Source: an optimization exercise on an open RTL-to-GDS flow (aim: small area and a short achievable clock period). Production flows keep margins and buffers that such runs may drop.
RTL that was checked went through simulation tests only; none was proved equivalent to the original.
Power and IR drop assume default switching activity.

run 1:
Design mfb_frame_gen_top, start of the top module:
module mfb_frame_gen_top (
    input  logic          CLK,
    input  logic          RESET,
    input  logic          START,
    input  logic [31:0]   FRAMES,
    input  logic [15:0]   LEN_MIN,
    input  logic [15:0]   LEN_MAX,
    output logic          BUSY,
    output logic          DONE,
    output logic [31:0]   SENT_CNT,
    output logic [1023:0] TX_DATA,
    output logic [5:0]    TX_SOF_POS,
    output logic [11:0]   TX_EOF_POS,
    output logic [1:0]    TX_SOF,
    output logic [1:0]    TX_EOF,
    output logic          TX_SRC_RDY,
    input  logic          TX_DST_RDY
);
    mfb_frame_gen gen_i (
        .CLK        (CLK),
        .RESET      (RESET),
        .START      (START),
        .FRAMES     (FRAMES),
        .LEN_MIN    (LEN_MIN),
        .LEN_MAX    (LEN_MAX),
        .BUSY       (BUSY),
        .DONE       (DONE),
        .SENT_CNT   (SENT_CNT),
        .TX_DATA    (TX_DATA),
        .TX_SOF_POS (TX_SOF_POS),
        .TX_EOF_POS (TX_EOF_POS),
        .TX_SOF     (TX_SOF),
        .TX_EOF     (TX_EOF),
        .TX_SRC_RDY (TX_SRC_RDY),
        .TX_DST_RDY (TX_DST_RDY)
    );
endmodule
==> flow/config.mk <==
export PLATFORM = sky130hd
export DESIGN_NAME = mfb_frame_gen_top
export DESIGN_NICKNAME = mfb_frame_gen_top
export VERILOG_FILES = /design/flow/design.v
export SDC_FILE = /design/flow/constraint.sdc
export NUM_CORES = 4
export LEC_CHECK = 0
export ABC_CLOCK_PERIOD_IN_PS = 3000
export CAP_MARGIN = 20
export CORE_AREA = 4 4 326 326
export DIE_AREA = 0 0 330 330
export SLEW_MARGIN = 20
==> flow/constraint.sdc <==
create_clock -name core_clock -period 12.0 [get_ports {CLK}]
set_input_delay 2.4000 -clock core_clock [delete_from_list [all_inputs] [get_ports {CLK}]]
set_output_delay 2.4000 -clock core_clock [all_outputs]
set_load 0.01 [all_outputs]
standard.sh (not shown) runs the stock make flow with config.mk's settings and CLKGATE_MAP_FILE= SYNTH_SCRIPT=/design/flow/synth_recipe.tcl, a recipe that flattens the netlist after the stock synthesis.
==> flow/flow/run.sh <==
#!/bin/bash
set -euo pipefail
bash standard.sh \
  "BUFFER_PORTS_ARGS=-buffer_cell sky130_fd_sc_hd__buf_1" \
  SETUP_SLACK_MARGIN=7.5 \
  finish > make.log 2>&1
Input-level comparison between run 2 and run 1:
diff --git a/flow/design.v b/flow/design.v
--- a/flow/design.v
+++ b/flow/design.v
@@ -30,51 +30,38 @@
     input  logic         en,
     input  logic [7:0]   base_n,
     output logic [511:0] items
 );
     logic [2:0]      lo_q;
     logic [7:1]      cl_q;       
     logic [7:1]      cln_q;      
     logic [8:0][4:0] hn_q;       
-    logic [8:0][4:0] hn;
-    function automatic bit kept(input int m, input int k);
-        if (k < 3)       kept = ((m >> k) & 1) == 0;
-        else if (k == 3) kept = m != 8;
-        else             kept = 1'b1;
-    endfunction
     always_ff @(posedge clk) begin
         if (en) begin
             lo_q <= base_n[2:0];
             for (int j = 1; j < 8; j++) begin
                 cl_q[j]  <= ({1'b0, base_n[2:0]} + 4'(j)) >= 4'd8;
                 cln_q[j] <= ({1'b0, base_n[2:0]} + 4'(j)) <  4'd8;
             end
             for (int m = 0; m < 9; m++) hn_q[m] <= ~(base_n[7:3] + 5'(m));
         end
     end
-    always_comb begin
-        for (int m = 0; m < 9; m++)
-            for (int k = 0; k < 5; k++)
-                if (kept(m, k))  hn[m][k] = hn_q[m][k];
-                else if (k < 3)  hn[m][k] = ~hn_q[m - (1 << k)][k];
-                else             hn[m][k] = ~hn_q[0][k];
-    end
     logic [7:0][2:0] sl;         
     always_comb begin
         for (int j = 0; j < 8; j++) sl[j] = lo_q + 3'(j);
     end
     genvar i;
     generate
         for (i = 0; i < 64; i++) begin : g_item
             if (i % 8 == 0) begin : g_nc
-                assign items[i*8 +: 8] = {~hn[i / 8], sl[0]};
+                assign items[i*8 +: 8] = {~hn_q[i / 8], sl[0]};
             end else begin : g_c
-                assign items[i*8 +: 8] = {~((cl_q[i % 8] ? hn[i / 8 + 1] : 5'd0) |
-                                           (cln_q[i % 8] ? hn[i / 8] : 5'd0)),
+                assign items[i*8 +: 8] = {~((cl_q[i % 8] ? hn_q[i / 8 + 1] : 5'd0) |
+                                           (cln_q[i % 8] ? hn_q[i / 8] : 5'd0)),
                                           sl[i % 8]};
             end
         end
     endgenerate
 endmodule
 module mfb_frame_gen (
     input  logic          CLK,
     input  logic          RESET,
@@ -94,17 +81,17 @@
     input  logic          TX_DST_RDY
 );
     logic        busy_q, done_q;
     logic        idle;
     assign idle = !busy_q && !done_q;
     logic [15:0] lm1_q;      
     logic [15:0] lx1;        
     logic [15:0] d_q;        
-    logic [15:0] ws_q;       
+    logic [15:0] mask_q;     
     logic        le64_q;     
     logic        le128_q;    
     logic [31:0] left_q;     
     logic [7:0]  fidx_q;     
     logic        in_q;       
     logic [9:0]  rr_q;       
     logic        bias_q;     
     logic [5:0]  ep_q;       
@@ -120,31 +107,24 @@
         .reset  (RESET),
         .en     (load),
         .adv1   (adv1),
         .adv2   (adv2),
         .ahead0 (v0),
         .ahead1 (v1),
         .ahead2 (v2)
     );
-    function automatic logic [15:0] smear4(input logic [15:0] d);
+    function automatic logic [15:0] smear(input logic [15:0] d);
         logic [15:0] m;
-        for (int k = 0; k < 16; k++) begin
-            m[k] = d[k];
-            for (int i = k + 1; i < (k / 4) * 4 + 4; i++) m[k] = m[k] | d[i];
-        end
-        smear4 = m;
+        m = d;
+        for (int s = 1; s < 16; s = s * 2) m = m | (m >> s);
+        smear = m;
     endfunction
     logic [15:0] mask;
-    always_comb begin
-        for (int k = 0; k < 16; k++) begin
-            mask[k] = ws_q[k];
-            for (int g = k / 4 + 1; g < 4; g++) mask[k] = mask[k] | ws_q[4 * g];
-        end
-    end
+    assign mask = mask_q;
     logic [15:0] x0, x1, t0, t1;
     logic        sat0, sat1;
     assign x0   = v0 & mask;
     assign x1   = v1 & mask;
     assign sat0 = x0 > d_q;
     assign sat1 = x1 > d_q;
     assign lx1  = lm1_q + d_q;
     assign t0   = sat0 ? lx1 : lm1_q + x0;
@@ -292,17 +272,17 @@
     logic [15:0] diff;
     logic        span;
     assign diff = LEN_MAX - LEN_MIN;
     assign span = LEN_MIN < LEN_MAX;
     always_ff @(posedge CLK) begin
         if (idle) begin
             lm1_q   <= LEN_MIN - 16'd1;
             d_q     <= span ? diff : 16'd0;
-            ws_q    <= span ? smear4(diff) : 16'd0;
+            mask_q  <= span ? smear(diff) : 16'd0;
             le64_q  <= LEN_MAX <= 16'd64;
             le128_q <= LEN_MAX <= 16'd128;
             left_q  <= FRAMES;
             fidx_q  <= 8'd0;
             in_q    <= 1'b0;
             last_q  <= 1'b0;
         end else if (load) begin
             left_q  <= left_n;
[summary]
Diff run 1 -> run 2 | fraction of layout cells with a size suffix above 1 | decrease of 1.4 points. In run 2 the adder and majority cell fraction of the synthesized area turned out 0.29 points lower than in run 1. Looking at combinational family with the most area after synthesis, the buffers and inverters result is from run 1; the compound AO/OA/AOI/OAI gates one comes from run 2. Row number of cells on the worst hold path: run 2 lower / run 1 higher. Timing startpoint of the critical path = LEN_MAX[0]: run 2; timing startpoint of the critical path = gen_i.items1_i.lo_q[0]$_DFFE_PP_: run 1. Between run 2 and run 1, it is run 2 whose synthesized instance count is higher, by 20. Delta(final routed wirelength across all metal layers, run 2 - run 1) < 0. Run 1 → run 2: total power draw -3.9%, sequential share of cell area has increased, critical path depth increased by 5 relative to the old numbers, overall via count from detail_route decreased by 1.5% relative to the old numbers, setup slack shrank by 0.0061 ns. Compared run 2 against run 1; final period utilization within noise. Taking run 2 over run 1, the number of synthesized register bits ratio works out to 1.07.
The RTL of run 1 was laid out without a check of its function.

========
mfb_frame_gen_top, a different RTL version from the one above (not shown whole).
For scale: about 2900 cells after synthesis, about 270 flip-flops, about 1100 I/O pins, ~0.025 mm^2 of cells after synthesis.
==> flow/design.v (excerpt) <==
module mfb_frame_gen_top (
    input  logic          CLK,
    input  logic          RESET,
    input  logic          START,
    input  logic [31:0]   FRAMES,
    input  logic [15:0]   LEN_MIN,
    input  logic [15:0]   LEN_MAX,
    output logic          BUSY,
    output logic          DONE,
    output logic [31:0]   SENT_CNT,
    output logic [1023:0] TX_DATA,
    output logic [5:0]    TX_SOF_POS,
    output logic [11:0]   TX_EOF_POS,
    output logic [1:0]    TX_SOF,
    output logic [1:0]    TX_EOF,
    output logic          TX_SRC_RDY,
    input  logic          TX_DST_RDY
);
==> module mfb_frame_gen_items, before the edit <==
module mfb_frame_gen_items (
    input  logic         clk,
    input  logic         en,
    input  logic [7:0]   base_n,
    output logic [511:0] items
);
    logic [7:0][2:0] sl_q;       
    logic [7:1]      cl_q;       
    logic [7:1]      cln_q;      
    logic [8:0][4:0] hn_q;       
    logic [8:0][4:0] hn;
    function automatic bit kept(input int m, input int k);
        if (k < 3)       kept = ((m >> k) & 1) == 0;
        else if (k == 3) kept = m != 8;
        else             kept = 1'b1;
    endfunction
    always_ff @(posedge clk) begin
        if (en) begin
            for (int j = 0; j < 8; j++) sl_q[j] <= base_n[2:0] + 3'(j);
            for (int j = 1; j < 8; j++) begin
                cl_q[j]  <= ({1'b0, base_n[2:0]} + 4'(j)) >= 4'd8;
                cln_q[j] <= ({1'b0, base_n[2:0]} + 4'(j)) <  4'd8;
            end
            for (int m = 0; m < 9; m++) hn_q[m] <= ~(base_n[7:3] + 5'(m));
        end
    end
    always_comb begin
        for (int m = 0; m < 9; m++)
            for (int k = 0; k < 5; k++)
                if (kept(m, k))  hn[m][k] = hn_q[m][k];
                else if (k < 3)  hn[m][k] = ~hn_q[m - (1 << k)][k];
                else             hn[m][k] = ~hn_q[0][k];
    end
    logic [7:0][2:0] sl;
    always_comb begin
        for (int j = 0; j < 8; j++)
            for (int k = 0; k < 3; k++)
                if (j % (2 << k) < (1 << k)) sl[j][k] = sl_q[j % (1 << k)][k];
                else                         sl[j][k] = ~sl_q[j % (1 << k)][k];
    end
    genvar i;
    generate
        for (i = 0; i < 64; i++) begin : g_item
            if (i % 8 == 0) begin : g_nc
                assign items[i*8 +: 8] = {~hn[i / 8], sl[0]};
            end else begin : g_c
                assign items[i*8 +: 8] = {~((cl_q[i % 8] ? hn[i / 8 + 1] : 5'd0) |
                                           (cln_q[i % 8] ? hn[i / 8] : 5'd0)),
                                          sl[i % 8]};
            end
        end
    endgenerate
endmodule
clock: 12.0 ns
lec_check: 0
abc_clock_period_in_ps: 3000
cap_margin: 20
core_area: 4 4 326 326
die_area: 0 0 330 330
slew_margin: 20
==> flow/flow/run.sh <==
#!/bin/bash
# The standard ORFS layout (standard.sh, with the standard synthesis), with
#  - the smallest buffer on the ports,
#  - the TX_DATA pins that one register or gate drives placed side by side
#    (place_pins -group_pins), so that those nets stay short, and
set -euo pipefail

# Item i of region r is TX_DATA[(r*64+i)*8 +: 8]. Bit b < 3 of an item comes
# from a register (or its complement) shared by the items with the same
# i mod 2^b; bit 3 is shared by the items with the same i mod 16 (as i/8 mod
# 2, i mod 8) and bit 4 by those with the same i mod 32; only the groups for bits 0-2 are made here.
groups=""
group() {  # $1: bit, $2: modulus; one group per residue
    local r=$3 b=$1 n=$2 g i k list
    for ((g = 0; g < n; g++)); do
        list=""
        k=0
        for ((i = g; i < 64; i += n)); do
            list+=" TX_DATA[$(( (r * 64 + i) * 8 + b ))]"
            # at most 16 pins a group, which place_pins can always fit
            if (( ++k == 16 )); then
                groups+=" -group_pins {${list# }}"
                list=""
                k=0
            fi
        done
        if [[ -n $list ]]; then groups+=" -group_pins {${list# }}"; fi
    done
}
for r in 0 1; do
    group 0 1 $r
    group 1 2 $r
    group 2 4 $r
    :
    :
done

bash standard.sh \
  "BUFFER_PORTS_ARGS=-buffer_cell sky130_fd_sc_hd__buf_1" \
  "PLACE_PINS_ARGS=${groups# }" \
  SETUP_SLACK_MARGIN=7.5 \
  finish > make.log 2>&1
Rerun with:
--- a/flow/design.v
+++ b/flow/design.v
@@ -30,12 +30,14 @@
 );
     logic [7:0][2:0] sl_q;       
     logic [7:1]      cl_q;       
     logic [7:1]      cln_q;      
     logic [8:0][4:0] hn_q;       
     logic [8:0][4:0] hn;
+    logic [8:0][1:0] hb_q;
+    logic [8:0][1:0] hnb;
     function automatic bit kept(input int m, input int k);
         if (k < 3)       kept = ((m >> k) & 1) == 0;
         else if (k == 3) kept = m != 8;
         else             kept = 1'b1;
     endfunction
     always_ff @(posedge clk) begin
@@ -43,37 +45,48 @@
             for (int j = 0; j < 8; j++) sl_q[j] <= base_n[2:0] + 3'(j);
             for (int j = 1; j < 8; j++) begin
                 cl_q[j]  <= ({1'b0, base_n[2:0]} + 4'(j)) >= 4'd8;
                 cln_q[j] <= ({1'b0, base_n[2:0]} + 4'(j)) <  4'd8;
             end
             for (int m = 0; m < 9; m++) hn_q[m] <= ~(base_n[7:3] + 5'(m));
+            for (int m = 0; m < 9; m++) hb_q[m] <= base_n[4:3] + 2'(m);
         end
     end
     always_comb begin
         for (int m = 0; m < 9; m++)
             for (int k = 0; k < 5; k++)
                 if (kept(m, k))  hn[m][k] = hn_q[m][k];
                 else if (k < 3)  hn[m][k] = ~hn_q[m - (1 << k)][k];
                 else             hn[m][k] = ~hn_q[0][k];
+        for (int m = 0; m < 9; m++)
+            for (int k = 0; k < 2; k++)
+                if (kept(m, k))  hnb[m][k] = ~hb_q[m][k];
+                else             hnb[m][k] = hb_q[m - (1 << k)][k];
     end
     logic [7:0][2:0] sl;
     always_comb begin
         for (int j = 0; j < 8; j++)
             for (int k = 0; k < 3; k++)
                 if (j % (2 << k) < (1 << k)) sl[j][k] = sl_q[j % (1 << k)][k];
                 else                         sl[j][k] = ~sl_q[j % (1 << k)][k];
     end
     genvar i;
     generate
         for (i = 0; i < 64; i++) begin : g_item
-            if (i % 8 == 0) begin : g_nc
+            if (i % 8 == 0 && i < 32) begin : g_nc
                 assign items[i*8 +: 8] = {~hn[i / 8], sl[0]};
-            end else begin : g_c
+            end else if (i % 8 == 0) begin : g_ncb
+                assign items[i*8 +: 8] = {~{hn[i / 8][4:2], hnb[i / 8]}, sl[0]};
+            end else if (i < 32) begin : g_c
                 assign items[i*8 +: 8] = {~((cl_q[i % 8] ? hn[i / 8 + 1] : 5'd0) |
                                            (cln_q[i % 8] ? hn[i / 8] : 5'd0)),
                                           sl[i % 8]};
+            end else begin : g_cb
+                assign items[i*8 +: 8] = {~((cl_q[i % 8] ? {hn[i / 8 + 1][4:2], hnb[i / 8 + 1]} : 5'd0) |
+                                           (cln_q[i % 8] ? {hn[i / 8][4:2], hnb[i / 8]} : 5'd0)),
+                                          sl[i % 8]};
             end
         end
     endgenerate
 endmodule
 module mfb_frame_gen (
     input  logic          CLK,
Synthesized cell count came out higher by 1.2%.
Clock power came out lower by about 1%.
Wire length came out lower by 1.9%.
Sequential power came out higher by about 3%.
Worst setup slack degrades by 0.018 ns.
Worst hold slack barely changes.
Utilization came out higher by 0.51 points.
Clock-buffer cell count came out higher by 2.
Register-to-register slack degrades by 0.20 ns.
Power came out higher by 3.5%.
Via count came out higher by 4.2%.
Global-route usage came out lower by 0.60 points.
Die area is unchanged.
Design area came out higher by 1.8%.
Function not checked in the second run of this note: the RTL went through the layout flow alone.

==> what the ideal ports hide <==
The flow's constraints put no driver on any port. The routed layouts listed below were extracted and timed again, unchanged, in two steps.
Step 1 sets driving cells, clkbuf_16 on the clock port and buf_2 on the other inputs (assumed; they add their load-dependent delay and slew).
Step 2 also shifts input and output timing later by t, the mid clock arrival at the registers, as if the neighbouring blocks saw the same clock.
a / b / c = no drivers / after step 1 / after step 2; a / b = the first two.
| run | shift t [ns] | slack for setup (ns) | hold WS [ns] | worst data-port slew with drivers (ns) | pins driven straight from the clock port |
|---|---|---|---|---|---|
| run 1 | 0.641 | 7.425 / 7.364 / 6.993 | 0.507 / 0.507 / 0.507 | 0.08 | 1 |
| run 2 | 0.649 | 7.419 / 7.383 / 6.772 | 0.503 / 0.503 / 0.503 | 0.14 | 1 |
| the first run of note 2 | 0.647 | 7.500 / 7.436 / 6.994 | 0.510 / 0.510 / 0.510 | 0.10 | 1 |
| the second run of note 2 | 0.613 | 7.481 / 7.444 / 7.016 | 0.511 / 0.511 / 0.511 | 0.11 | 1 |
After both steps every run listed still meets setup and hold. The setup slack of run 2, which loses most, moves by -0.036 ns with the drivers and by -0.647 ns with both steps.
